What follows belongs to an exercise in optimizing a design on an open flow for small area, a short achievable clock period and few clock cycles per item; a production flow would make more cautious choices.
No functional check of the RTL was part of any run shown here.

==> flow/design.v <==
`default_nettype none
package modexp_pkg;
  localparam int unsigned ModW   = 31;
  localparam int unsigned FieldW = 63;
  localparam logic [ModW-1:0] ModulusReset = 31'd1000000007;
  localparam logic [3:0] StIdle = 4'd0;    
  localparam logic [3:0] StNorm = 4'd1;    
  localparam logic [3:0] StRed  = 4'd2;    
  localparam logic [3:0] StRedR = 4'd3;    
  localparam logic [3:0] StCpaB = 4'd4;    
  localparam logic [3:0] StScnW = 4'd5;    
  localparam logic [3:0] StMul  = 4'd6;    
  localparam logic [3:0] StMulR = 4'd7;    
  localparam logic [3:0] StCpaM = 4'd8;    
  localparam logic [3:0] StFin  = 4'd9;    
  localparam logic [3:0] StCor1 = 4'd10;   
  localparam logic [3:0] StCor2 = 4'd11;   
  localparam logic [3:0] StCpaF = 4'd12;   
  localparam logic [3:0] StAcc  = 4'd13;   
  localparam logic [3:0] StZero = 4'd14;   
  localparam logic [3:0] StOne  = 4'd15;   
  typedef logic [ModW-1:0] mod_t;
endpackage
`default_nettype wire
`default_nettype none
module modexp_mulser (
  input  wire  [7:0] est_i,
  input  wire  [2:0] mbin_i,
  output logic [7:0] t_o
);
  logic signed [7:0] est;
  logic signed [7:0] th [8];
  assign est = est_i;
  always_comb begin
    th[0] = (mbin_i == 3'd0) ? -8'sd30 : (mbin_i == 3'd1) ? -8'sd34 : (mbin_i == 3'd2) ? -8'sd37 : (mbin_i == 3'd3) ? -8'sd41 : (mbin_i == 3'd4) ? -8'sd44 : (mbin_i == 3'd5) ? -8'sd48 : (mbin_i == 3'd6) ? -8'sd51 : -8'sd55;
    th[1] = (mbin_i == 3'd0) ? -8'sd22 : (mbin_i == 3'd1) ? -8'sd24 : (mbin_i == 3'd2) ? -8'sd27 : (mbin_i == 3'd3) ? -8'sd29 : (mbin_i == 3'd4) ? -8'sd32 : (mbin_i == 3'd5) ? -8'sd34 : (mbin_i == 3'd6) ? -8'sd37 : -8'sd39;
    th[2] = (mbin_i == 3'd0) ? -8'sd13 : (mbin_i == 3'd1) ? -8'sd15 : (mbin_i == 3'd2) ? -8'sd16 : (mbin_i == 3'd3) ? -8'sd18 : (mbin_i == 3'd4) ? -8'sd19 : (mbin_i == 3'd5) ? -8'sd21 : (mbin_i == 3'd6) ? -8'sd22 : -8'sd24;
    th[3] = (mbin_i == 3'd0) ? -8'sd5 : (mbin_i == 3'd1) ? -8'sd5 : (mbin_i == 3'd2) ? -8'sd6 : (mbin_i == 3'd3) ? -8'sd6 : (mbin_i == 3'd4) ? -8'sd7 : (mbin_i == 3'd5) ? -8'sd7 : (mbin_i == 3'd6) ? -8'sd8 : -8'sd8;
    th[4] = (mbin_i == 3'd0) ? 8'sd4 : (mbin_i == 3'd1) ? 8'sd4 : (mbin_i == 3'd2) ? 8'sd5 : (mbin_i == 3'd3) ? 8'sd5 : (mbin_i == 3'd4) ? 8'sd6 : (mbin_i == 3'd5) ? 8'sd6 : (mbin_i == 3'd6) ? 8'sd7 : 8'sd7;
    th[5] = (mbin_i == 3'd0) ? 8'sd12 : (mbin_i == 3'd1) ? 8'sd14 : (mbin_i == 3'd2) ? 8'sd15 : (mbin_i == 3'd3) ? 8'sd17 : (mbin_i == 3'd4) ? 8'sd18 : (mbin_i == 3'd5) ? 8'sd20 : (mbin_i == 3'd6) ? 8'sd21 : 8'sd23;
    th[6] = (mbin_i == 3'd0) ? 8'sd21 : (mbin_i == 3'd1) ? 8'sd23 : (mbin_i == 3'd2) ? 8'sd26 : (mbin_i == 3'd3) ? 8'sd28 : (mbin_i == 3'd4) ? 8'sd31 : (mbin_i == 3'd5) ? 8'sd33 : (mbin_i == 3'd6) ? 8'sd36 : 8'sd38;
    th[7] = (mbin_i == 3'd0) ? 8'sd29 : (mbin_i == 3'd1) ? 8'sd33 : (mbin_i == 3'd2) ? 8'sd36 : (mbin_i == 3'd3) ? 8'sd40 : (mbin_i == 3'd4) ? 8'sd43 : (mbin_i == 3'd5) ? 8'sd47 : (mbin_i == 3'd6) ? 8'sd50 : 8'sd54;
  end
  for (genvar k = 0; k < 8; k++) begin : g_t
    assign t_o[k] = (est >= th[k]);
  end
endmodule
`default_nettype wire
`default_nettype none
module modular_exponentiation_top #(
  parameter int unsigned EXP_WIDTH = 64
) (
  input  wire          clk_i,
  input  wire          rst_ni,
  input  wire          s_axis_tvalid,
  output logic         s_axis_tready,
  input  wire  [127:0] s_axis_tdata,    
  output logic         m_axis_tvalid,
  input  wire          m_axis_tready,
  output logic [31:0]  m_axis_tdata,    
  input  wire          cfg_valid_i,
  output logic         cfg_ready_o,
  input  wire  [30:0]  cfg_data_i       
);
  localparam int unsigned EW = (EXP_WIDTH < modexp_pkg::FieldW) ? EXP_WIDTH : modexp_pkg::FieldW;
  logic [3:0]         st_q, st_d;
  modexp_pkg::mod_t   mod_q;
  logic [4:0]         sh_q;           
  logic [34:0]        s_q, c_q;       
  logic [31:0]        r_q, b_q;       
  logic [2:0]         dig_q;          
  logic [4:0]         k_q;            
  logic               mulb_q;         
  logic signed [6:0]  eidx_q;         
  logic               ebit_q;         
  logic               found_q;        
  logic               ezero_q;        
  logic signed [1:0]  qf_q;           
  logic               sub_q;          
  logic               ovld_q;
  logic               acc_q;
  logic               first_q;        
  logic [2:0]         mbin_q;         
  logic [63:0]        base;
  logic [63:0]        expo;
  assign base = {1'b0, s_axis_tdata[62:0]};
  assign expo = 64'(s_axis_tdata[modexp_pkg::FieldW +: EW]);
  assign cfg_ready_o   = 1'b1;
  assign s_axis_tready = acc_q;
  assign m_axis_tvalid = ovld_q;
  assign m_axis_tdata  = {1'b0, r_q[30:0]};
  logic        red;
  logic [7:0]  t_tab, t;
  logic [7:0]  est;
  logic [31:0] y;
  logic        b_one, b_two, b_neg;
  logic [34:0] ysx, ymag, xy;
  logic [34:0] s4, c4, s1, c1, s3, c3;
  logic [34:0] row;
  logic [32:0] m3_q;              
  logic [34:0] m1, m2, m3, m4;
  logic        qp1, qp2, qp3, qp4, qn1, qn2, qn3, qn4, q_p;
  logic [34:0] sum;
  logic [31:0] r_new;
  assign red     = (st_q == modexp_pkg::StRed) || (st_q == modexp_pkg::StRedR) ||
                   (st_q == modexp_pkg::StOne) || (st_q == modexp_pkg::StZero);
  assign est = s_q[34:27] + c_q[34:27];
  modexp_mulser u_qsel (
    .est_i (est),
    .mbin_i(mbin_q),
    .t_o   (t_tab)
  );
  always_comb begin
    if (first_q)                         t = 8'b0000_1111;
    else if (st_q != modexp_pkg::StCor2) t = t_tab;
    else if (qf_q == 2'sd1)              t = 8'b0001_1111;
    else if (qf_q == -2'sd1)             t = 8'b0000_0111;
    else                                 t = 8'b0000_1111;
  end
  always_comb begin
    qp1 = t[4] & !t[5];
    qp2 = t[5] & !t[6];
    qp3 = t[6] & !t[7];
    qp4 = t[7];
    qn1 = t[2] & !t[3];
    qn2 = t[1] & !t[2];
    qn3 = t[0] & !t[1];
    qn4 = !t[0];
    q_p = t[4];
  end
  assign y     = mulb_q ? b_q : r_q;
  assign b_one = !red && (dig_q[1] ^ dig_q[0]);
  assign b_two = !red && ((dig_q == 3'b100) || (dig_q == 3'b011));
  assign b_neg = !red && dig_q[2];
  assign ysx   = {{3{y[31]}}, y};
  assign ymag  = b_two ? {ysx[33:0], 1'b0} : (b_one ? ysx : '0);
  assign xy    = b_neg ? ~ymag : ymag;
  assign s4 = {(first_q ? 33'd0 : s_q[32:0]), 1'b0, b_neg};
  assign c4 = {(first_q ? 33'd0 : c_q[32:0]), (red ? dig_q[1:0] : 2'b00)};
  assign s1 = s4 ^ c4 ^ xy;
  assign c1 = {((s4 & c4) | (s4 & xy) | (c4 & xy)), q_p};
  assign m1  = {2'b00, mod_q, 2'b00};
  assign m2  = {1'b0, mod_q, 3'b000};
  assign m3  = {m3_q, 2'b00};
  assign m4  = {mod_q, 4'b0000};
  assign row = ({35{qp1}} & ~m1) | ({35{qp2}} & ~m2) | ({35{qp3}} & ~m3) | ({35{qp4}} & ~m4) |
               ({35{qn1}} &  m1) | ({35{qn2}} &  m2) | ({35{qn3}} &  m3) | ({35{qn4}} &  m4);
  assign s3 = s1 ^ c1 ^ row;
  assign c3 = {((s1 & c1) | (s1 & row) | (c1 & row)), 1'b0};
  assign sum   = s_q + c_q;
  assign r_new = sum[33:2];
  logic step, cpa, cpa_b;
  assign step = (st_q == modexp_pkg::StRed)  || (st_q == modexp_pkg::StRedR) ||
                (st_q == modexp_pkg::StMul)  || (st_q == modexp_pkg::StMulR) ||
                (st_q == modexp_pkg::StCor1) || (st_q == modexp_pkg::StCor2) ||
                (st_q == modexp_pkg::StOne)  || (st_q == modexp_pkg::StZero);
  assign cpa   = (st_q == modexp_pkg::StCpaB) || (st_q == modexp_pkg::StCpaM) ||
                 ((st_q == modexp_pkg::StCpaF) && !(sub_q && sum[34]));
  assign cpa_b = (st_q == modexp_pkg::StCpaB);
  logic       scan_done, scan_last;
  logic [3:0] loop_st;
  assign scan_done = found_q || ezero_q;
  always_comb begin
    if (found_q) loop_st = eidx_q[6] ? modexp_pkg::StFin : modexp_pkg::StMul;
    else         loop_st = modexp_pkg::StOne;
  end
  always_comb begin
    st_d = st_q;
    case (st_q)
      modexp_pkg::StIdle: begin
        if (s_axis_tvalid && (!ovld_q || m_axis_tready)) begin
          if (mod_q[30:1] == '0)  st_d = modexp_pkg::StZero;
          else if (!mod_q[30])    st_d = modexp_pkg::StNorm;
          else                    st_d = modexp_pkg::StRed;
        end
      end
      modexp_pkg::StNorm: if (mod_q[29]) st_d = modexp_pkg::StRed;
      modexp_pkg::StRed:  if (k_q == 5'd0) st_d = modexp_pkg::StRedR;
      modexp_pkg::StRedR: st_d = modexp_pkg::StCpaB;
      modexp_pkg::StCpaB: st_d = scan_done ? loop_st : modexp_pkg::StScnW;
      modexp_pkg::StScnW: if (scan_done) st_d = loop_st;
      modexp_pkg::StMul:  if (k_q == 5'd0) st_d = modexp_pkg::StMulR;
      modexp_pkg::StMulR: st_d = modexp_pkg::StCpaM;
      modexp_pkg::StCpaM: begin
        if (!mulb_q && ebit_q)    st_d = modexp_pkg::StMul;
        else if (eidx_q == 7'sd0) st_d = modexp_pkg::StFin;
        else                      st_d = modexp_pkg::StMul;
      end
      modexp_pkg::StFin: begin
        if (r_q[31] || (sh_q != 5'd0)) st_d = modexp_pkg::StCor1;
        else                           st_d = modexp_pkg::StAcc;
      end
      modexp_pkg::StCor1: st_d = modexp_pkg::StCor2;
      modexp_pkg::StCor2: st_d = modexp_pkg::StCpaF;
      modexp_pkg::StCpaF: st_d = modexp_pkg::StFin;
      modexp_pkg::StAcc:  if (s_axis_tvalid) st_d = modexp_pkg::StIdle;
      modexp_pkg::StZero: st_d = modexp_pkg::StCpaF;
      modexp_pkg::StOne:  st_d = modexp_pkg::StCor2;
      default:            st_d = modexp_pkg::StIdle;
    endcase
  end
  always_ff @(posedge clk_i or negedge rst_ni) begin
    if (!rst_ni) begin
      st_q   <= modexp_pkg::StIdle;
      ovld_q <= 1'b0;
      acc_q  <= 1'b0;
      first_q <= 1'b1;
    end else begin
      first_q <= !step;
      st_q  <= st_d;
      acc_q <= (st_d == modexp_pkg::StAcc);
      if (m_axis_tvalid && m_axis_tready) ovld_q <= 1'b0;
      if (s_axis_tvalid && s_axis_tready) ovld_q <= 1'b1;
    end
  end
  always_ff @(posedge clk_i or negedge rst_ni) begin
    if (!rst_ni) begin
      mod_q <= modexp_pkg::ModulusReset;
    end else if (cfg_valid_i) begin
      mod_q <= cfg_data_i;
    end else if (st_q == modexp_pkg::StNorm && !mod_q[30]) begin
      mod_q <= {mod_q[29:0], 1'b0};
    end else if (st_q == modexp_pkg::StFin && !r_q[31] && sh_q != 5'd0) begin
      mod_q <= {1'b0, mod_q[30:1]};
    end
  end
  logic [2:0] rwin, bwin;
  logic [32:0] rext;
  assign rext = {r_q, 1'b0};
  always_comb begin
    rwin = 3'b000;
    for (int j = 0; j < 15; j++) begin
      if (k_q == 5'(j + 1)) rwin = rext[2*j+2 -: 3];
    end
    bwin = 3'b000;
    for (int j = 0; j < 31; j++) begin
      if (k_q == 5'(j + 1)) bwin = {1'b0, base[2*j+1 -: 2]};
    end
  end
  logic esel;
  assign esel = expo[eidx_q[5:0]];
  always_ff @(posedge clk_i) begin
    s_q <= s3;
    c_q <= c3;
    mbin_q <= mod_q[29:27];
    m3_q   <= {2'b00, mod_q} + {1'b0, mod_q, 1'b0};
    if (cpa)   r_q <= r_new;
    if (cpa_b) b_q <= r_new;
    case (st_q)
      modexp_pkg::StIdle: begin
        dig_q <= {2'b00, base[62] && (mod_q[30:1] != '0)};
        k_q   <= 5'd31;
      end
      modexp_pkg::StRed, modexp_pkg::StMul: begin
        dig_q <= (k_q == 5'd0) ? 3'b000 : ((st_q == modexp_pkg::StRed) ? bwin : rwin);
        k_q   <= k_q - 5'd1;
      end
      modexp_pkg::StCpaB, modexp_pkg::StCpaM: begin
        dig_q <= (st_q == modexp_pkg::StCpaB && scan_done && !found_q) ? 3'b001 : r_new[31:29];
        k_q   <= 5'd15;
      end
      modexp_pkg::StScnW: begin
        dig_q <= (scan_done && !found_q) ? 3'b001 : r_q[31:29];
        k_q   <= 5'd15;
      end
      modexp_pkg::StFin:  dig_q <= 3'b001;
      modexp_pkg::StNorm: ;
      default:            dig_q <= 3'b000;
    endcase
    if (st_q == modexp_pkg::StCpaM) mulb_q <= !mulb_q && ebit_q;
    else if (st_q == modexp_pkg::StCpaB || st_q == modexp_pkg::StScnW ||
             st_q == modexp_pkg::StFin) mulb_q <= 1'b0;
    ebit_q <= (st_q == modexp_pkg::StIdle) ? 1'b0 : esel;
    if (st_q == modexp_pkg::StIdle) begin
      eidx_q  <= 7'sd62;
      found_q <= 1'b0;
      ezero_q <= 1'b0;
    end else if (!scan_done) begin
      if (ebit_q)                 found_q <= 1'b1;
      else if (eidx_q == -7'sd1)  ezero_q <= 1'b1;
      else                        eidx_q  <= eidx_q - 7'sd1;
    end else if (st_q == modexp_pkg::StCpaM && !(!mulb_q && ebit_q)) begin
      eidx_q <= eidx_q - 7'sd1;
    end
    if (st_q == modexp_pkg::StIdle) sh_q <= 5'd0;
    else if (st_q == modexp_pkg::StNorm && !mod_q[30]) sh_q <= sh_q + 5'd1;
    else if (st_q == modexp_pkg::StFin && !r_q[31] && sh_q != 5'd0) sh_q <= sh_q - 5'd1;
    if (st_q == modexp_pkg::StFin) begin
      qf_q  <= r_q[31] ? -2'sd1 : 2'sd1;
      sub_q <= !r_q[31];
    end else if (st_q == modexp_pkg::StCpaB || st_q == modexp_pkg::StScnW ||
                 st_q == modexp_pkg::StIdle) begin
      qf_q  <= 2'sd0;
      sub_q <= 1'b0;
    end
  end
endmodule
`default_nettype wire
==> flow/flow/run.sh <==
#!/bin/bash
# Standard ORFS layout (the standard.sh, standard synthesis) with a larger
# setup margin for timing repair; make's output goes to make_finish.log.
set -euo pipefail
bash standard.sh SETUP_SLACK_MARGIN=6.5 finish > make_finish.log 2>&1
==> flow/standard.sh <==
#!/bin/bash
# synth_recipe.tcl (not shown) runs the flow's synth.tcl, then flattens the netlist and writes it again
# the make line also repeats each setting of config.mk as NAME=value (left out here)
make -C /OpenROAD-flow-scripts/flow DESIGN_CONFIG=/design/flow/config.mk WORK_HOME=/design/flow/orfs CLKGATE_MAP_FILE= SYNTH_SCRIPT=/design/flow/synth_recipe.tcl "${@:-finish}"
==> flow/config.mk <==
export PLATFORM = sky130hd
export DESIGN_NAME = modular_exponentiation_top
export DESIGN_NICKNAME = modular_exponentiation_top
export VERILOG_FILES = /design/flow/design.v
export SDC_FILE = /design/flow/constraint.sdc
export NUM_CORES = 4
export LEC_CHECK = 0
export CAP_MARGIN = 20
export CORE_MARGIN = 2
export CORE_UTILIZATION = 40
export SLEW_MARGIN = 20
==> flow/constraint.sdc <==
create_clock -name core_clock -period 10.0 [get_ports {clk_i}]
set_input_delay 2.0000 -clock core_clock [delete_from_list [all_inputs] [get_ports {clk_i}]]
set_output_delay 2.0000 -clock core_clock [all_outputs]
set_load 0.01 [all_outputs]
==> key figures, run 1 <==
Synthesis
  – Yosys warning count: 3
  – FFs w/ async S/R, synth: 0.1624
  – Mean Syn Cell Area: 9.196 µm²
  – Seq/Total Area, Yosys: 0.2956
  – Synth Instances: 2,081
  – Number of synthesized flops with an enable pin: 76
  – Syn Nets: 2,436
  – Mapped cell area: 19,140 µm²
  – Library cells used by synthesis: 94
  – Register bit count reported by yosys: 234
  – Top_reg_cell synth: dfxtp_1

Global route
  – Vias in the first global route: 16,440
  – Grt ovf: 0
  – Largest net degree at the start of global routing: 69
  – GRT Util Overall: 0.2433
  – First-pass GRT wire length: 95.52 mm
  – Initial antenna violation count: 1

Die
  – # rows: 80
  – Boundary pin count: 199
  – Initial cell density of the core: 0.4033
  – Die Span Y: 222.7 µm
  – Area of the core: 47,450 µm²
  – DIE WIDTH: 222.7 µm
  – Full die area: 49,610 µm²

Cells and area
  – Layout fillers: 4,355
  – Area of the multi-input gates: 13,300 µm²
  – Final core utilization: 0.5078
  – Final non-filler cell total: 2,860
  – Final #Nets: 2,576
  – Share of cells above drive strength 1: 0.1707
  – Commonest non-fill, non-tap cell in the layout: nor2_1
  – FF/Latch Area: 5663 µm²
  – Most frequent cells in the layout: nor2_1 (157), nand2_1 (128), a21oi_1 (128)
  – P&R area growth vs syn: 25.90%

Timing
  – Worst slew margin: 0.3289
  – Setup violators final: 0
  – F_max: 0.2482 GHz
  – RSZ-0062 raised after global routing: true
  – Final Critical Period: 4030 ps
  – Fin. max-slew vios: 0
  – Period utilization: 0.4030
  – Worst-margin pin slew: 998.3 ps
  – Sum Neg Setup Slack: 0 ps
  – Final clock skew: 20.52 ps
  – Final hold vios: 0

Critical path
  – CP Data Required Time: 10,520 ps
  – Buf/Inv on CP: 0
  – Reg2reg end: s_q[7]$_DFF_P_
  – Worst path slowest cell: fa_2
  – Max incr delay on CP: 540 ps
  – Worst EP arrival: 4550 ps
  – Critical Path Source: c_q[27]$_DFF_P_
  – Crit path max-delay family: compound AO/OA/AOI/OAI gates
  – CP Class: reg2reg
  – Worst reg2reg path depth: 13
  – Worst setup path end: s_q[7]$_DFF_P_
  – Crit. path cell count: 13
  – Worst Setup Start Kind: flop
  – Reg2reg setup slack: 5970 ps
  – Critical path endpoint category: flop
  – Reg2reg start: c_q[27]$_DFF_P_
  – CP max FO: 8
  – Worst path cell trace: ha_4 -> fa_2 -> a21o_1 -> a21oi_4 -> xnor2_4 -> ha_4 -> o21a_1 -> a211o_4 -> nand4b_4 -> o221ai_1 -> a21o_1 -> a2111o_1 -> fa_2

Clocking
  – Num Clock Sinks: 234
  – H-tree depth: 1
  – Clk buf depth: 3
  – TritonCTS Buffers: 29
  – Hold_buf cts: 0
  – Clk slew on worst S/H paths: 60 ps
  – Later-pin clock latency in the skew report: 580 ps
  – Clock root buffer: clkbuf_16
  – CTS tree: built

Route
  – DRT iter0 DRCs: 1,371
  – Vias: 16,690
  – Router iterations before antenna repair: 5
  – Routed wire length: 61.64 mm
  – Post-route ant nets: 0
  – Residual DRC: 0
  – Mean routed wirelength per cell: 21.55 µm
  – Drt via density: 5.837

Worst hold path
  – Hold WC Path Type: reg2reg

Place
  – Post-detail-place hpwl: 41.96 mm
  – # port buffers: 194
  – Placed insts: 2,733
  – GPL Wtd Cong: 0.8837

Run status
  – Status: finished clean

Job
  – Max-Cap Viols: 0
==> per-stage QoR <==
stage                     area (µm²)  hold slack [ps]  setup slack, ps
after floorplan                19330            413.4             6259
after global placement         21350            466.1             5263
after detailed placement       21350            494.1             5201
after CTS                      23610            510.0             5982
after global routing           24090            526.1             5867
final                          24090            506.2             5970
==> cells in the mapped netlist, types with 21 or more instances <==
cell	n	share of area
buf_4	36	0.014
clkbuf_1	111	0.022
a21o_1	60	0.024
nor3_1	33	0.0086
o21ai_0	100	0.026
nand2_1	131	0.026
xnor2_1	84	0.038
dfrtp_1	21	0.027
a22oi_1	32	0.013
edfxtp_1	76	0.12
mux2i_1	65	0.034
inv_1	91	0.018
nor2_1	159	0.031
mux2_2	36	0.021
nand3_1	63	0.016
nand2b_1	28	0.0092
a31oi_1	23	0.0075
o21a_1	25	0.0098
dfxtp_1	120	0.13
nor2b_1	74	0.024
a2111o_1	29	0.017
fa_1	69	0.072
ha_1	122	0.080
o221ai_1	34	0.016
a21oi_1	134	0.035
==> metal layers <==
metal / track usage / vias to the layer above / part of all wire
met5: 0 / - / 0
met4: 0.07599 / 0 / 0.038
met3: 0.03557 / 129 / 0.060
met2: 0.4076 / 602 / 0.47
met1: 0.3240 / 8122 / 0.44
li1: - / 7840 / -
==> tightest hold or removal path, cell delays in order (launching register included) <==
cell and delay, ps:
dfrtp_1 350, nand2_1 60, nand2_1 60
==> sequential cells by signal (all words and copies together) (netlist names), 4 cells and up <==
signal	cells
mod_q	31
st_q	4
r_q	32
c_q	34
m3_q	33
eidx_q	7
s_q	35
k_q	5
b_q	32
sh_q	5
==> timing repair <==
action	in CTS	in global routing
setup endpoints to repair	150	118
endpoints found under the hold margin	0	0
pin swaps	59	23
cloned	12	0
buffers inserted	53	7
gates resized for setup	181	99
==> kinds of logic after synthesis <==
kind of cell / after synthesis / share of synthesized area
XOR/XNOR: 104 / 0.04760
other: 2 / 0.0003924
flip-flops: 234 / 0.2956
multiplexers: 122 / 0.07944
AO/OA/AOI/OAI: 575 / 0.2103
buffers and inverters: 271 / 0.06427
AND/OR/NAND/NOR: 582 / 0.1504
adder cells (fa/ha/maj): 191 / 0.1519
==> layout make-up <==
type	count	share of cell area
clock buffer	43	0.03739
tap	615	0.03194
sequential	234	0.2350
clock inverter	11	0.008776
antenna	1	0.0001039
multi-input combinational	1583	0.5522
timing repair buffer	281	0.1203
inverter	92	0.01433
==> worst min path at each step <==
stage	startpoint	endpoint	slack, ps	depth (start not counted)
finish	acc_q$_DFF_PN0_	ovld_q$_DFFE_PN0P_	510	2
global route	mod_q[0]$_DFFE_PN1P_	m3_q[0]$_DFF_P_	530	0
CTS	mod_q[0]$_DFFE_PN1P_	m3_q[0]$_DFF_P_	510	0
detailed placement	mod_q[0]$_DFFE_PN1P_	m3_q[0]$_DFF_P_	490	0
global placement	acc_q$_DFF_PN0_	ovld_q$_DFFE_PN0P_	470	2
floorplan	mod_q[27]$_DFFE_PN1P_	mbin_q[0]$_DFF_P_	410	0
==> run 2, diff against run 1 <==
--- a/flow/design.v
+++ b/flow/design.v
@@ -26,5 +26,5 @@
 module modexp_mulser (
   input  wire  [7:0] est_i,
-  input  wire  [2:0] mbin_i,
+  input  wire  [7:0] mbin_i,      
   output logic [7:0] t_o
 );
@@ -33,12 +33,12 @@
   assign est = est_i;
   always_comb begin
-    th[0] = (mbin_i == 3'd0) ? -8'sd30 : (mbin_i == 3'd1) ? -8'sd34 : (mbin_i == 3'd2) ? -8'sd37 : (mbin_i == 3'd3) ? -8'sd41 : (mbin_i == 3'd4) ? -8'sd44 : (mbin_i == 3'd5) ? -8'sd48 : (mbin_i == 3'd6) ? -8'sd51 : -8'sd55;
-    th[1] = (mbin_i == 3'd0) ? -8'sd22 : (mbin_i == 3'd1) ? -8'sd24 : (mbin_i == 3'd2) ? -8'sd27 : (mbin_i == 3'd3) ? -8'sd29 : (mbin_i == 3'd4) ? -8'sd32 : (mbin_i == 3'd5) ? -8'sd34 : (mbin_i == 3'd6) ? -8'sd37 : -8'sd39;
-    th[2] = (mbin_i == 3'd0) ? -8'sd13 : (mbin_i == 3'd1) ? -8'sd15 : (mbin_i == 3'd2) ? -8'sd16 : (mbin_i == 3'd3) ? -8'sd18 : (mbin_i == 3'd4) ? -8'sd19 : (mbin_i == 3'd5) ? -8'sd21 : (mbin_i == 3'd6) ? -8'sd22 : -8'sd24;
-    th[3] = (mbin_i == 3'd0) ? -8'sd5 : (mbin_i == 3'd1) ? -8'sd5 : (mbin_i == 3'd2) ? -8'sd6 : (mbin_i == 3'd3) ? -8'sd6 : (mbin_i == 3'd4) ? -8'sd7 : (mbin_i == 3'd5) ? -8'sd7 : (mbin_i == 3'd6) ? -8'sd8 : -8'sd8;
-    th[4] = (mbin_i == 3'd0) ? 8'sd4 : (mbin_i == 3'd1) ? 8'sd4 : (mbin_i == 3'd2) ? 8'sd5 : (mbin_i == 3'd3) ? 8'sd5 : (mbin_i == 3'd4) ? 8'sd6 : (mbin_i == 3'd5) ? 8'sd6 : (mbin_i == 3'd6) ? 8'sd7 : 8'sd7;
-    th[5] = (mbin_i == 3'd0) ? 8'sd12 : (mbin_i == 3'd1) ? 8'sd14 : (mbin_i == 3'd2) ? 8'sd15 : (mbin_i == 3'd3) ? 8'sd17 : (mbin_i == 3'd4) ? 8'sd18 : (mbin_i == 3'd5) ? 8'sd20 : (mbin_i == 3'd6) ? 8'sd21 : 8'sd23;
-    th[6] = (mbin_i == 3'd0) ? 8'sd21 : (mbin_i == 3'd1) ? 8'sd23 : (mbin_i == 3'd2) ? 8'sd26 : (mbin_i == 3'd3) ? 8'sd28 : (mbin_i == 3'd4) ? 8'sd31 : (mbin_i == 3'd5) ? 8'sd33 : (mbin_i == 3'd6) ? 8'sd36 : 8'sd38;
-    th[7] = (mbin_i == 3'd0) ? 8'sd29 : (mbin_i == 3'd1) ? 8'sd33 : (mbin_i == 3'd2) ? 8'sd36 : (mbin_i == 3'd3) ? 8'sd40 : (mbin_i == 3'd4) ? 8'sd43 : (mbin_i == 3'd5) ? 8'sd47 : (mbin_i == 3'd6) ? 8'sd50 : 8'sd54;
+    th[0] = ({8{mbin_i[0]}} & 8'he2) | ({8{mbin_i[1]}} & 8'hde) | ({8{mbin_i[2]}} & 8'hdb) | ({8{mbin_i[3]}} & 8'hd7) | ({8{mbin_i[4]}} & 8'hd4) | ({8{mbin_i[5]}} & 8'hd0) | ({8{mbin_i[6]}} & 8'hcd) | ({8{mbin_i[7]}} & 8'hc9);
+    th[1] = ({8{mbin_i[0]}} & 8'hea) | ({8{mbin_i[1]}} & 8'he8) | ({8{mbin_i[2]}} & 8'he5) | ({8{mbin_i[3]}} & 8'he3) | ({8{mbin_i[4]}} & 8'he0) | ({8{mbin_i[5]}} & 8'hde) | ({8{mbin_i[6]}} & 8'hdb) | ({8{mbin_i[7]}} & 8'hd9);
+    th[2] = ({8{mbin_i[0]}} & 8'hf3) | ({8{mbin_i[1]}} & 8'hf1) | ({8{mbin_i[2]}} & 8'hf0) | ({8{mbin_i[3]}} & 8'hee) | ({8{mbin_i[4]}} & 8'hed) | ({8{mbin_i[5]}} & 8'heb) | ({8{mbin_i[6]}} & 8'hea) | ({8{mbin_i[7]}} & 8'he8);
+    th[3] = ({8{mbin_i[0]}} & 8'hfb) | ({8{mbin_i[1]}} & 8'hfb) | ({8{mbin_i[2]}} & 8'hfa) | ({8{mbin_i[3]}} & 8'hfa) | ({8{mbin_i[4]}} & 8'hf9) | ({8{mbin_i[5]}} & 8'hf9) | ({8{mbin_i[6]}} & 8'hf8) | ({8{mbin_i[7]}} & 8'hf8);
+    th[4] = ({8{mbin_i[0]}} & 8'h04) | ({8{mbin_i[1]}} & 8'h04) | ({8{mbin_i[2]}} & 8'h05) | ({8{mbin_i[3]}} & 8'h05) | ({8{mbin_i[4]}} & 8'h06) | ({8{mbin_i[5]}} & 8'h06) | ({8{mbin_i[6]}} & 8'h07) | ({8{mbin_i[7]}} & 8'h07);
+    th[5] = ({8{mbin_i[0]}} & 8'h0c) | ({8{mbin_i[1]}} & 8'h0e) | ({8{mbin_i[2]}} & 8'h0f) | ({8{mbin_i[3]}} & 8'h11) | ({8{mbin_i[4]}} & 8'h12) | ({8{mbin_i[5]}} & 8'h14) | ({8{mbin_i[6]}} & 8'h15) | ({8{mbin_i[7]}} & 8'h17);
+    th[6] = ({8{mbin_i[0]}} & 8'h15) | ({8{mbin_i[1]}} & 8'h17) | ({8{mbin_i[2]}} & 8'h1a) | ({8{mbin_i[3]}} & 8'h1c) | ({8{mbin_i[4]}} & 8'h1f) | ({8{mbin_i[5]}} & 8'h21) | ({8{mbin_i[6]}} & 8'h24) | ({8{mbin_i[7]}} & 8'h26);
+    th[7] = ({8{mbin_i[0]}} & 8'h1d) | ({8{mbin_i[1]}} & 8'h21) | ({8{mbin_i[2]}} & 8'h24) | ({8{mbin_i[3]}} & 8'h28) | ({8{mbin_i[4]}} & 8'h2b) | ({8{mbin_i[5]}} & 8'h2f) | ({8{mbin_i[6]}} & 8'h32) | ({8{mbin_i[7]}} & 8'h36);
   end
   for (genvar k = 0; k < 8; k++) begin : g_t
@@ -81,5 +81,5 @@
   logic               acc_q;
   logic               first_q;        
-  logic [2:0]         mbin_q;         
+  logic [7:0]         binh_q;         
   logic [63:0]        base;
   logic [63:0]        expo;
@@ -96,9 +96,8 @@
   logic        b_one, b_two, b_neg;
   logic [34:0] ysx, ymag, xy;
-  logic [34:0] s4, c4, s1, c1, s3, c3;
-  logic [34:0] row;
-  logic [32:0] m3_q;              
-  logic [34:0] m1, m2, m3, m4;
-  logic        qp1, qp2, qp3, qp4, qn1, qn2, qn3, qn4, q_p;
+  logic [34:0] s4, c4, s1, c1, s2, c2, s3, c3;
+  logic [34:0] row_l, row_h;
+  logic [32:0] mag_l;
+  logic        sub_l, sub_h, l_one, l_two, h_one;
   logic [34:0] sum;
   logic [31:0] r_new;
@@ -108,5 +107,5 @@
   modexp_mulser u_qsel (
     .est_i (est),
-    .mbin_i(mbin_q),
+    .mbin_i(binh_q),
     .t_o   (t_tab)
   );
@@ -119,13 +118,9 @@
   end
   always_comb begin
-    qp1 = t[4] & !t[5];
-    qp2 = t[5] & !t[6];
-    qp3 = t[6] & !t[7];
-    qp4 = t[7];
-    qn1 = t[2] & !t[3];
-    qn2 = t[1] & !t[2];
-    qn3 = t[0] & !t[1];
-    qn4 = !t[0];
-    q_p = t[4];
+    h_one = t[6] | !t[1];
+    sub_h = t[6];
+    l_one = (t[0] & !t[1]) | (t[2] & !t[3]) | (t[4] & !t[5]) | (t[6] & !t[7]);
+    l_two = (t[1] & !t[2]) | (t[5] & !t[6]);
+    sub_l = (t[0] & !t[1]) | (t[4] & !t[6]);
   end
   assign y     = mulb_q ? b_q : r_q;
@@ -139,13 +134,12 @@
   assign c4 = {(first_q ? 33'd0 : c_q[32:0]), (red ? dig_q[1:0] : 2'b00)};
   assign s1 = s4 ^ c4 ^ xy;
-  assign c1 = {((s4 & c4) | (s4 & xy) | (c4 & xy)), q_p};
-  assign m1  = {2'b00, mod_q, 2'b00};
-  assign m2  = {1'b0, mod_q, 3'b000};
-  assign m3  = {m3_q, 2'b00};
-  assign m4  = {mod_q, 4'b0000};
-  assign row = ({35{qp1}} & ~m1) | ({35{qp2}} & ~m2) | ({35{qp3}} & ~m3) | ({35{qp4}} & ~m4) |
-               ({35{qn1}} &  m1) | ({35{qn2}} &  m2) | ({35{qn3}} &  m3) | ({35{qn4}} &  m4);
-  assign s3 = s1 ^ c1 ^ row;
-  assign c3 = {((s1 & c1) | (s1 & row) | (c1 & row)), 1'b0};
+  assign c1 = {((s4 & c4) | (s4 & xy) | (c4 & xy)), sub_l} ;
+  assign mag_l = l_two ? {1'b0, mod_q, 1'b0} : (l_one ? {2'b00, mod_q} : '0);
+  assign row_l = sub_l ? ~{mag_l, 2'b00} : {mag_l, 2'b00};
+  assign s2 = s1 ^ c1 ^ row_l;
+  assign c2 = {((s1 & c1) | (s1 & row_l) | (c1 & row_l)), sub_h};
+  assign row_h = !h_one ? '0 : (sub_h ? ~{mod_q, 4'b0000} : {mod_q, 4'b0000});
+  assign s3 = s2 ^ c2 ^ row_h;
+  assign c3 = {((s2 & c2) | (s2 & row_h) | (c2 & row_h)), 1'b0};
   assign sum   = s_q + c_q;
   assign r_new = sum[33:2];
@@ -243,6 +237,5 @@
     s_q <= s3;
     c_q <= c3;
-    mbin_q <= mod_q[29:27];
-    m3_q   <= {2'b00, mod_q} + {1'b0, mod_q, 1'b0};
+    binh_q <= 8'b1 << mod_q[29:27];
     if (cpa)   r_q <= r_new;
     if (cpa_b) b_q <= r_new;
==> flow/run.sh (new file) <==
#!/bin/bash
# synth_recipe.tcl (not shown) runs the flow's synth.tcl, then flattens the netlist and writes it again
# the make line also repeats each setting of config.mk as NAME=value (left out here)
make -C /OpenROAD-flow-scripts/flow DESIGN_CONFIG=/design/flow/config.mk WORK_HOME=/design/flow/orfs CLKGATE_MAP_FILE= SYNTH_SCRIPT=/design/flow/synth_recipe.tcl finish
--- a/flow/config.mk
+++ b/flow/config.mk
@@ -9,3 +9,4 @@
 export CORE_MARGIN = 2
 export CORE_UTILIZATION = 40
+export SETUP_SLACK_MARGIN = 5
 export SLEW_MARGIN = 20
removed: flow/flow/run.sh
removed: flow/standard.sh
==> key figures, run 2 <==
Clocking
  – CTS tree: built (unchanged)
  – Later-pin clock latency in the skew report: 540 ps (was 580 ps)
  – Num Clock Sinks: 206 (was 234)
  – Clk buf depth: 3 (unchanged)
  – TritonCTS Buffers: 25 (was 29)
  – H-tree depth: 1 (unchanged)
  – Clock root buffer: clkbuf_16 (unchanged)
  – Clk slew on worst S/H paths: 60 ps (about the same)

Route
  – Mean routed wirelength per cell: 19.38 µm (was 21.55 µm)
  – Post-route ant nets: 0 (unchanged)
  – Residual DRC: 0 (unchanged)
  – Drt via density: 5.619 (was 5.837)
  – DRT iter0 DRCs: 924 (was 1,371)
  – Routed wire length: 53.37 mm (was 61.64 mm)
  – Router iterations before antenna repair: 7 (was 5)
  – Vias: 15,480 (was 16,690)

Die
  – Initial cell density of the core: 0.4027 (was 0.4033)
  – Die Span Y: 217.1 µm (was 222.7 µm)
  – Area of the core: 45,090 µm² (was 47,450 µm²)
  – Full die area: 47,110 µm² (was 49,610 µm²)
  – Boundary pin count: 199 (unchanged)
  – DIE WIDTH: 217.1 µm (was 222.7 µm)
  – # rows: 78 (was 80)

Cells and area
  – Most frequent cells in the layout: clkdlybuf4s50_1 (192), inv_1 (161), nand2_1 (153) (was nor2_1 (157), nand2_1 (128), a21oi_1 (128))
  – Final #Nets: 2,480 (was 2,576)
  – Commonest non-fill, non-tap cell in the layout: clkdlybuf4s50_1 (was nor2_1)
  – Regs by FF count: s_q x35, c_q x34 (was s_q x35, c_q x34, m3_q x33)
  – P&R area growth vs syn: 22.40% (was 25.90%)
  – Area of the multi-input gates: 12,120 µm² (was 13,300 µm²)
  – Max reg flops: 35 (unchanged)
  – Biggest register: s_q (unchanged)
  – N_diodes: 0 (was 1)
  – FF/Latch Area: 5110 µm² (was 5663 µm²)
  – Final core utilization: 0.4929 (was 0.5078)
  – Share of cells above drive strength 1: 0.1263 (was 0.1707)
  – Layout fillers: 4,190 (was 4,355)

Synthesis
  – Syn Nets: 2,390 (was 2,436)
  – Top_reg_cell synth: dfxtp_1 (unchanged)
  – Yosys top cell by area: edfxtp_1 (was dfxtp_1)
  – Yosys warning count: 3 (unchanged)
  – Synth Instances: 2,045 (was 2,081)
  – Yosys top cell area share: 0.1257 (was 0.1255)
  – Register bit count reported by yosys: 206 (was 234)
  – Most common cell in the netlist: inv_1 (was nor2_1)
  – Library cells used by synthesis: 88 (was 94)
  – Mapped cell area: 18,160 µm² (was 19,140 µm²)
  – Mean Syn Cell Area: 8.879 µm² (was 9.196 µm²)
  – FFs w/ async S/R, synth: 0.1845 (was 0.1624)
  – Synth cell count leaders: inv_1 (165), nand2_1 (153), a21oi_1 (142) (was nor2_1 (159), a21oi_1 (134), nand2_1 (131))
  – Seq/Total Area, Yosys: 0.2807 (was 0.2956)
  – Top cells by area, synth: edfxtp_1 (13%), fa_1 (11%), dfxtp_1 (10%), ha_1 (5.7%), a21oi_1 (3.9%) (was dfxtp_1 (13%), edfxtp_1 (12%), ha_1 (8.0%), fa_1 (7.2%), xnor2_1 (3.8%))
  – Number of synthesized flops with an enable pin: 76 (unchanged)

Timing
  – Sum Neg Setup Slack: 0 ps (unchanged)
  – Final clock skew: 13.44 ps (was 20.52 ps)
  – Worst-margin pin slew: 998.5 ps (was 998.3 ps)
  – Period utilization: 0.4939 (was 0.4030)
  – Post-route setup slack: 5061 ps (was 5970 ps)
  – Final hold vios: 0 (unchanged)
  – Fin. max-slew vios: 0 (unchanged)
  – RSZ-0062 raised after global routing: true (unchanged)
  – Setup violators final: 0 (unchanged)
  – Final Critical Period: 4939 ps (was 4030 ps)
  – F_max: 0.2025 GHz (was 0.2482 GHz)
  – Worst slew margin: 0.3257 (was 0.3289)

Global route
  – Met1 usage: 0.3134 (was 0.3240)
  – Met3 Use GR: 0.03284 (was 0.03557)
  – Initial antenna violation count: 0 (was 1)
  – Largest net degree at the start of global routing: 70 (was 69)
  – First-pass GRT wire length: 81.17 mm (was 95.52 mm)
  – Met2 Usage GRT: 0.3253 (was 0.4076)
  – GRT Util Overall: 0.2129 (was 0.2433)
  – Grt peak-use layer: met2 (unchanged)
  – Vias in the first global route: 14,740 (was 16,440)
  – Grt ovf: 0 (unchanged)

Critical path
  – Worst path slowest cell: o41a_4 (was fa_2)
  – Worst path cell trace: ha_4 -> fa_2 -> buf_4 -> xor2_4 -> ha_1 -> a21oi_1 -> a21oi_1 -> or4_4 -> nand3_4 -> inv_8 -> o41a_4 -> clkbuf_16 -> a21oi_1 -> a211oi_4 -> fa_1 -> inv_1 -> fa_1 (was ha_4 -> fa_2 -> a21o_1 -> a21oi_4 -> xnor2_4 -> ha_4 -> o21a_1 -> a211o_4 -> nand4b_4 -> o221ai_1 -> a21o_1 -> a2111o_1 -> fa_2)
  – CP Class: reg2reg (unchanged)
  – Worst Setup Start Kind: flop (unchanged)
  – Worst EP arrival: 5360 ps (was 4550 ps)
  – CP max FO: 10 (was 8)
  – CP Data Required Time: 10,420 ps (was 10,520 ps)
  – Critical path endpoint category: flop (unchanged)
  – CP dominant cell by count: a21oi_1
  – Max incr delay on CP: 600 ps (was 540 ps)

Worst hold path
  – Hold WC Path Type: reg2reg (unchanged)

Place
  – Setup WS pre-CTS: 3926 ps (was 5201 ps)
  – Post-detail-place hpwl: 38.54 mm (was 41.96 mm)
  – # port buffers: 194 (unchanged)
  – GPL Wtd Cong: 0.8708 (was 0.8837)

Run status
  – Status: finished clean (unchanged)

Job
  – Max-Cap Viols: 0 (unchanged)
run 2: cell count changes in the layout (fill, tap and decap cells not counted), sizes merged, moves of 37 or more:
cell / change
nand3: -37
ha: -40
inv: +76
dlygate4sd2: -51
dlymetal6s2s: -44
clkdlybuf4s50: +97
run 2: path summary, 6_finish.rpt:
kind,from,to,slack [ps],depth (start not counted)
max in group asynchronous,rst_ni,acc_q$_DFF_PN0_,7800,1
min in group asynchronous,rst_ni,mod_q[3]$_DFFE_PN0P_,1590,1
worst min-delay path,acc_q$_DFF_PN0_,ovld_q$_DFFE_PN0P_,470,2
worst max register to register,c_q[27]$_DFF_P_,s_q[18]$_DFF_P_,5060,17
worst min register to register,acc_q$_DFF_PN0_,ovld_q$_DFFE_PN0P_,470,2
worst max-delay path,c_q[27]$_DFF_P_,s_q[18]$_DFF_P_,5060,17
run 2: repair_timing:
| action | CTS | global route |
|---|---|---|
| hold buffers | 0 | 0 |
| endpoints found under the hold margin | 0 | 0 |
| setup endpoints to repair | 65 | 65 |
| cloned | 1 | 11 |
| buffers inserted | 6 | 20 |
| resized for setup | 44 | 77 |
| pin swaps | 5 | 33 |
run 2: area by class of cell:
type / count / share of cell area
multi-input combinational: 1478 / 0.5452
timing repair buffer: 257 / 0.1204
sequential: 206 / 0.2299
clock inverter: 20 / 0.01391
inverter: 167 / 0.02854
clock buffer: 26 / 0.02832
tap: 600 / 0.03378
run 2: critical path: cells and delay by family, from the launching register on:
family          cells  cell delay (ps)
compound gates      5             1200
xor+xnor            1              270
fa+ha+maj           5             1860
buf+inv             4              550
flops               1              330
simple gates        2              600
run 2: routing by layer:
| metal | vias to the layer above | part of all wire |
|---|---|---|
| li1 | 7418 | - |
| met1 | 7451 | 0.46 |
| met2 | 513 | 0.44 |
| met3 | 94 | 0.069 |
| met4 | 0 | 0.030 |
| met5 | - | 0 |
run 2: through the flow:
stage	area [µm²]	instances	hold slack [ps]
after global routing	22220	2754	516.3
after CTS	21440	2723	479.5
after global placement	20220	2670	467.1
after floorplan	18160	2045	476.3
after detailed placement	20220	2670	470.1
final	22220	2754	473.8
run 2: kinds of logic after synthesis:
family / count (synthesis) / synth area share
other: 2 / 0.0004136
DFF: 206 / 0.2807
buffers and inverters: 362 / 0.08365
AOI/OAI and AO/OA: 557 / 0.2054
muxes: 88 / 0.06429
and+or+nand+nor: 563 / 0.1584
xor gates and xnor gates: 86 / 0.04148
adders and majority gates: 181 / 0.1657
==> run 3, diff against run 2 <==
--- a/flow/design.v
+++ b/flow/design.v
@@ -96,8 +96,8 @@
   logic        b_one, b_two, b_neg;
   logic [34:0] ysx, ymag, xy;
-  logic [34:0] s4, c4, s1, c1, s2, c2, s3, c3;
-  logic [34:0] row_l, row_h;
-  logic [32:0] mag_l;
-  logic        sub_l, sub_h, l_one, l_two, h_one;
+  logic [34:0] s4, c4, s1, c1, s3, c3;
+  logic [34:0] row;
+  logic [32:0] mag, m3_q;         
+  logic        q_1, q_2, q_3, q_4, q_p;
   logic [34:0] sum;
   logic [31:0] r_new;
@@ -118,9 +118,9 @@
   end
   always_comb begin
-    h_one = t[6] | !t[1];
-    sub_h = t[6];
-    l_one = (t[0] & !t[1]) | (t[2] & !t[3]) | (t[4] & !t[5]) | (t[6] & !t[7]);
-    l_two = (t[1] & !t[2]) | (t[5] & !t[6]);
-    sub_l = (t[0] & !t[1]) | (t[4] & !t[6]);
+    q_1 = (t[4] & !t[5]) | (t[2] & !t[3]);
+    q_2 = (t[5] & !t[6]) | (t[1] & !t[2]);
+    q_3 = (t[6] & !t[7]) | (t[0] & !t[1]);
+    q_4 = t[7] | !t[0];
+    q_p = t[4];
   end
   assign y     = mulb_q ? b_q : r_q;
@@ -134,12 +134,10 @@
   assign c4 = {(first_q ? 33'd0 : c_q[32:0]), (red ? dig_q[1:0] : 2'b00)};
   assign s1 = s4 ^ c4 ^ xy;
-  assign c1 = {((s4 & c4) | (s4 & xy) | (c4 & xy)), sub_l} ;
-  assign mag_l = l_two ? {1'b0, mod_q, 1'b0} : (l_one ? {2'b00, mod_q} : '0);
-  assign row_l = sub_l ? ~{mag_l, 2'b00} : {mag_l, 2'b00};
-  assign s2 = s1 ^ c1 ^ row_l;
-  assign c2 = {((s1 & c1) | (s1 & row_l) | (c1 & row_l)), sub_h};
-  assign row_h = !h_one ? '0 : (sub_h ? ~{mod_q, 4'b0000} : {mod_q, 4'b0000});
-  assign s3 = s2 ^ c2 ^ row_h;
-  assign c3 = {((s2 & c2) | (s2 & row_h) | (c2 & row_h)), 1'b0};
+  assign c1 = {((s4 & c4) | (s4 & xy) | (c4 & xy)), q_p};
+  assign mag = ({33{q_1}} & {2'b00, mod_q}) | ({33{q_2}} & {1'b0, mod_q, 1'b0}) |
+               ({33{q_3}} & m3_q) | ({33{q_4}} & {mod_q, 2'b00});
+  assign row = q_p ? ~{mag, 2'b00} : {mag, 2'b00};
+  assign s3 = s1 ^ c1 ^ row;
+  assign c3 = {((s1 & c1) | (s1 & row) | (c1 & row)), 1'b0};
   assign sum   = s_q + c_q;
   assign r_new = sum[33:2];
@@ -238,4 +236,5 @@
     c_q <= c3;
     binh_q <= 8'b1 << mod_q[29:27];
+    m3_q   <= {2'b00, mod_q} + {1'b0, mod_q, 1'b0};
     if (cpa)   r_q <= r_new;
     if (cpa_b) b_q <= r_new;
==> key figures, run 3 <==
Run status
  – Status: finished clean (unchanged)

Synthesis
  – Number of synthesized flops with an enable pin: 76 (unchanged)
  – Synth cell count leaders: a21oi_1 (177), nor2_1 (159), nand2_1 (138) (was inv_1 (165), nand2_1 (153), a21oi_1 (142))
  – Register bit count reported by yosys: 239 (was 206)
  – Seq/Total Area, Yosys: 0.3103 (was 0.2807)
  – Yosys top cell area share: 0.1349 (was 0.1257)
  – Mapped cell area: 18,550 µm² (was 18,160 µm²)
  – FFs w/ async S/R, synth: 0.1590 (was 0.1845)
  – Most common cell in the netlist: a21oi_1 (was inv_1)
  – Synth Instances: 2,002 (was 2,045)
  – Syn Nets: 2,363 (was 2,390)
  – Top cells by area, synth: dfxtp_1 (13%), edfxtp_1 (12%), ha_1 (8.7%), fa_1 (7.3%), xnor2_1 (5.4%) (was edfxtp_1 (13%), fa_1 (11%), dfxtp_1 (10%), ha_1 (5.7%), a21oi_1 (3.9%))
  – Top_reg_cell synth: dfxtp_1 (unchanged)
  – Yosys top cell by area: dfxtp_1 (was edfxtp_1)
  – Library cells used by synthesis: 79 (was 88)
  – Yosys warning count: 3 (unchanged)
  – Mean Syn Cell Area: 9.267 µm² (was 8.879 µm²)

Global route
  – Initial antenna violation count: 0 (unchanged)
  – Grt peak-use layer: met2 (unchanged)
  – Vias in the first global route: 14,610 (was 14,740)
  – Grt ovf: 0 (unchanged)
  – Met2 Usage GRT: 0.3147 (was 0.3253)
  – GRT Util Overall: 0.1996 (was 0.2129)
  – First-pass GRT wire length: 78.09 mm (was 81.17 mm)
  – Met3 Use GR: 0.02606 (was 0.03284)
  – Largest net degree at the start of global routing: 65 (was 70)
  – Met1 usage: 0.2924 (was 0.3134)

Clocking
  – Later-pin clock latency in the skew report: 570 ps (was 540 ps)
  – Clk slew on worst S/H paths: 60 ps (about the same)
  – CTS tree: built (unchanged)
  – H-tree depth: 1 (unchanged)
  – Clk buf depth: 3 (unchanged)
  – Clock root buffer: clkbuf_16 (unchanged)
  – TritonCTS Buffers: 27 (was 25)
  – Num Clock Sinks: 239 (was 206)

Critical path
  – Critical Path Source: s_q[29]$_DFF_P_ (was c_q[27]$_DFF_P_)
  – Worst reg2reg path depth: 18 (was 17)
  – CP Data Required Time: 10,440 ps (was 10,420 ps)
  – Reg2reg start: s_q[29]$_DFF_P_ (was c_q[27]$_DFF_P_)
  – CP Class: reg2reg (unchanged)
  – Worst path slowest cell: ha_2 (was o41a_4)
  – Critical path endpoint category: flop (unchanged)
  – Worst EP arrival: 5210 ps (was 5360 ps)
  – Worst Setup Start Kind: flop (unchanged)
  – Max incr delay on CP: 480 ps (was 600 ps)
  – Worst path cell trace: ha_2 -> inv_1 -> o21bai_1 -> a311oi_2 -> xnor2_2 -> inv_2 -> ha_1 -> inv_1 -> nor3_2 -> nand2_1 -> o21bai_1 -> or4_1 -> a21oi_4 -> a21o_1 -> buf_12 -> a221oi_1 -> xnor2_1 -> fa_1 (was ha_4 -> fa_2 -> buf_4 -> xor2_4 -> ha_1 -> a21oi_1 -> a21oi_1 -> or4_4 -> nand3_4 -> inv_8 -> o41a_4 -> clkbuf_16 -> a21oi_1 -> a211oi_4 -> fa_1 -> inv_1 -> fa_1)
  – CP max FO: 27 (was 10)

Cells and area
  – Layout fillers: 4,321 (was 4,190)
  – Most frequent cells in the layout: clkdlybuf4s50_1 (192), a21oi_1 (174), nor2_1 (155) (was clkdlybuf4s50_1 (192), inv_1 (161), nand2_1 (153))
  – P&R area growth vs syn: 17.72% (was 22.40%)
  – FF/Latch Area: 5757 µm² (was 5110 µm²)
  – Regs by FF count: s_q x35, c_q x34, m3_q x33 (was s_q x35, c_q x34)
  – N_diodes: 0 (unchanged)
  – Fin area: 21,840 µm² (was 22,220 µm²)
  – Area of the multi-input gates: 11,960 µm² (was 12,120 µm²)
  – Share of cells above drive strength 1: 0.09840 (was 0.1263)
  – Biggest register: s_q (unchanged)
  – Final core utilization: 0.4792 (was 0.4929)
  – Commonest non-fill, non-tap cell in the layout: clkdlybuf4s50_1 (unchanged)
  – Max reg flops: 35 (unchanged)
  – Final #Nets: 2,464 (was 2,480)

Timing
  – Worst slew margin: 0.3296 (was 0.3257)
  – Worst-margin pin slew: 1005 ps (was 998.5 ps)
  – Sum Neg Setup Slack: 0 ps (unchanged)
  – Fin. max-slew vios: 0 (unchanged)
  – Hold Slack: 477.3 ps (was 473.8 ps)
  – F_max: 0.2099 GHz (was 0.2025 GHz)
  – RSZ-0062 raised after global routing: false (was true)
  – Period utilization: 0.4765 (was 0.4939)
  – Final Critical Period: 4765 ps (was 4939 ps)
  – Setup violators final: 0 (unchanged)
  – Final clock skew: 18.44 ps (was 13.44 ps)
  – Final hold vios: 0 (unchanged)

Place
  – # port buffers: 194 (unchanged)
  – GPL Wtd Cong: 0.9118 (was 0.8708)
  – Placement Cell Area: 20,710 µm² (was 20,220 µm²)
  – Post-detail-place hpwl: 36.81 mm (was 38.54 mm)

Route
  – Drt via density: 5.521 (was 5.619)
  – Vias: 15,040 (was 15,480)
  – Routed wire length: 48.37 mm (was 53.37 mm)
  – Router iterations before antenna repair: 5 (was 7)
  – Mean routed wirelength per cell: 17.76 µm (was 19.38 µm)
  – Post-route ant nets: 0 (unchanged)
  – DRT iter0 DRCs: 1,084 (was 924)
  – Residual DRC: 0 (unchanged)

Die
  – Die Span Y: 219.4 µm (was 217.1 µm)
  – Full die area: 48,120 µm² (was 47,110 µm²)
  – Area of the core: 45,580 µm² (was 45,090 µm²)
  – DIE WIDTH: 219.4 µm (was 217.1 µm)
  – # rows: 78 (unchanged)
  – Initial cell density of the core: 0.4071 (was 0.4027)
  – Boundary pin count: 199 (unchanged)

Worst hold path
  – Hold Path Origin: acc_q$_DFF_PN0_ (unchanged)
  – Hold Path Depth: 2 (unchanged)
  – Hold WC Path Type: reg2reg (unchanged)

Job
  – Max-Cap Viols: 0 (unchanged)
run 3: what timing repair did:
item,in CTS,in global routing
gates cloned,0,1
setup buffers,1,2
setup endpoints to repair,58,50
pin swaps,2,2
hold buffers,0,0
gates resized for setup,7,16
run 3: layout make-up:
class,instances,area share
timing repair buffer,216,0.09659
inverter,79,0.01358
sequential,239,0.2636
clock inverter,19,0.01237
multi-input combinational,1540,0.5474
clock buffer,31,0.03208
tap,600,0.03437
run 3: layer usage:
layer  wire [µm]  up-vias  part of all wire
met1       23480     7227              0.49
met5           0        -                 0
met2       21610      378              0.45
met4         572        0             0.012
li1            -     7397                 -
met3        2703       38             0.056
run 3: cell families after synthesis:
group,synth area share
simple gates,0.1463
other cells,0.0004048
mux,0.04566
xor+xnor,0.06562
flops,0.3103
buf+inv,0.05611
compound gates,0.2152
fa+ha+maj,0.1604
run 3: worst max-delay path, delay by kind of cell, from the launching register on:
| kind | cells | cell delay (ps) |
|---|---|---|
| and+or+nand+nor | 3 | 780 |
| xor gates and xnor gates | 2 | 600 |
| DFF | 1 | 320 |
| buffers and inverters | 4 | 490 |
| adders and majority gates | 3 | 1300 |
| AOI/OAI and AO/OA | 6 | 1120 |
run 3: worst paths after layout:
| path | end | slack, ps |
|---|---|---|
| min in group asynchronous | mod_q[6]$_DFFE_PN0P_ | 1570 |
| max reg2reg | s_q[4]$_DFF_P_ | 5230 |
| min | ovld_q$_DFFE_PN0P_ | 480 |
| max in group asynchronous | ovld_q$_DFFE_PN0P_ | 7830 |
| max | s_q[4]$_DFF_P_ | 5230 |
| min reg2reg | ovld_q$_DFFE_PN0P_ | 480 |
run 3: through the flow:
| step | cells | worst slack (ps) |
|---|---|---|
| 6_report | 2724 | 5235 |
| 5_1_grt | 2724 | 5047 |
| 4_1_cts | 2721 | 5028 |
| 3_5_place_dp | 2670 | 4455 |
| 3_3_place_gp | 2670 | 4536 |
| 2_1_floorplan | 2002 | 5525 |

static timing again, ports no longer ideal:
No port has a modelled driver above. Below, the same layouts with a new extraction and two added sets of constraints. Step 1, drivers: a clkbuf_16 drives clk_i and a buf_2 each remaining input, both assumed. Step 2, shift: input delay + t, output delay - t, t = (earliest + latest rising clock arrival at the registers) / 2. This alone moves slack from input paths to output paths. Three values: ideal, step 1, step 2; two values: the first two.
| run | t (ns) | setup slack, ns | hold slack, ns | latest minus earliest clock arrival (ns) | slew at the worst register clock pin (ns) |
|---|---|---|---|---|---|
| run 1 | 0.621 | 5.970 / 5.970 / 5.905 | 0.506 / 0.506 / 0.506 | 0.020 / 0.021 | 0.07 / 0.07 |
| run 2 | 0.585 | 5.061 / 5.061 / 5.061 | 0.474 / 0.474 / 0.474 | 0.014 / 0.013 | 0.07 / 0.07 |
| run 3 | 0.609 | 5.235 / 5.235 / 5.235 | 0.477 / 0.477 / 0.477 | 0.018 / 0.019 | 0.06 / 0.06 |
After both steps every run listed still meets setup and hold. For run 1, which loses most, drivers alone change the setup slack by 0.000 ns; drivers and shift together by -0.065 ns.
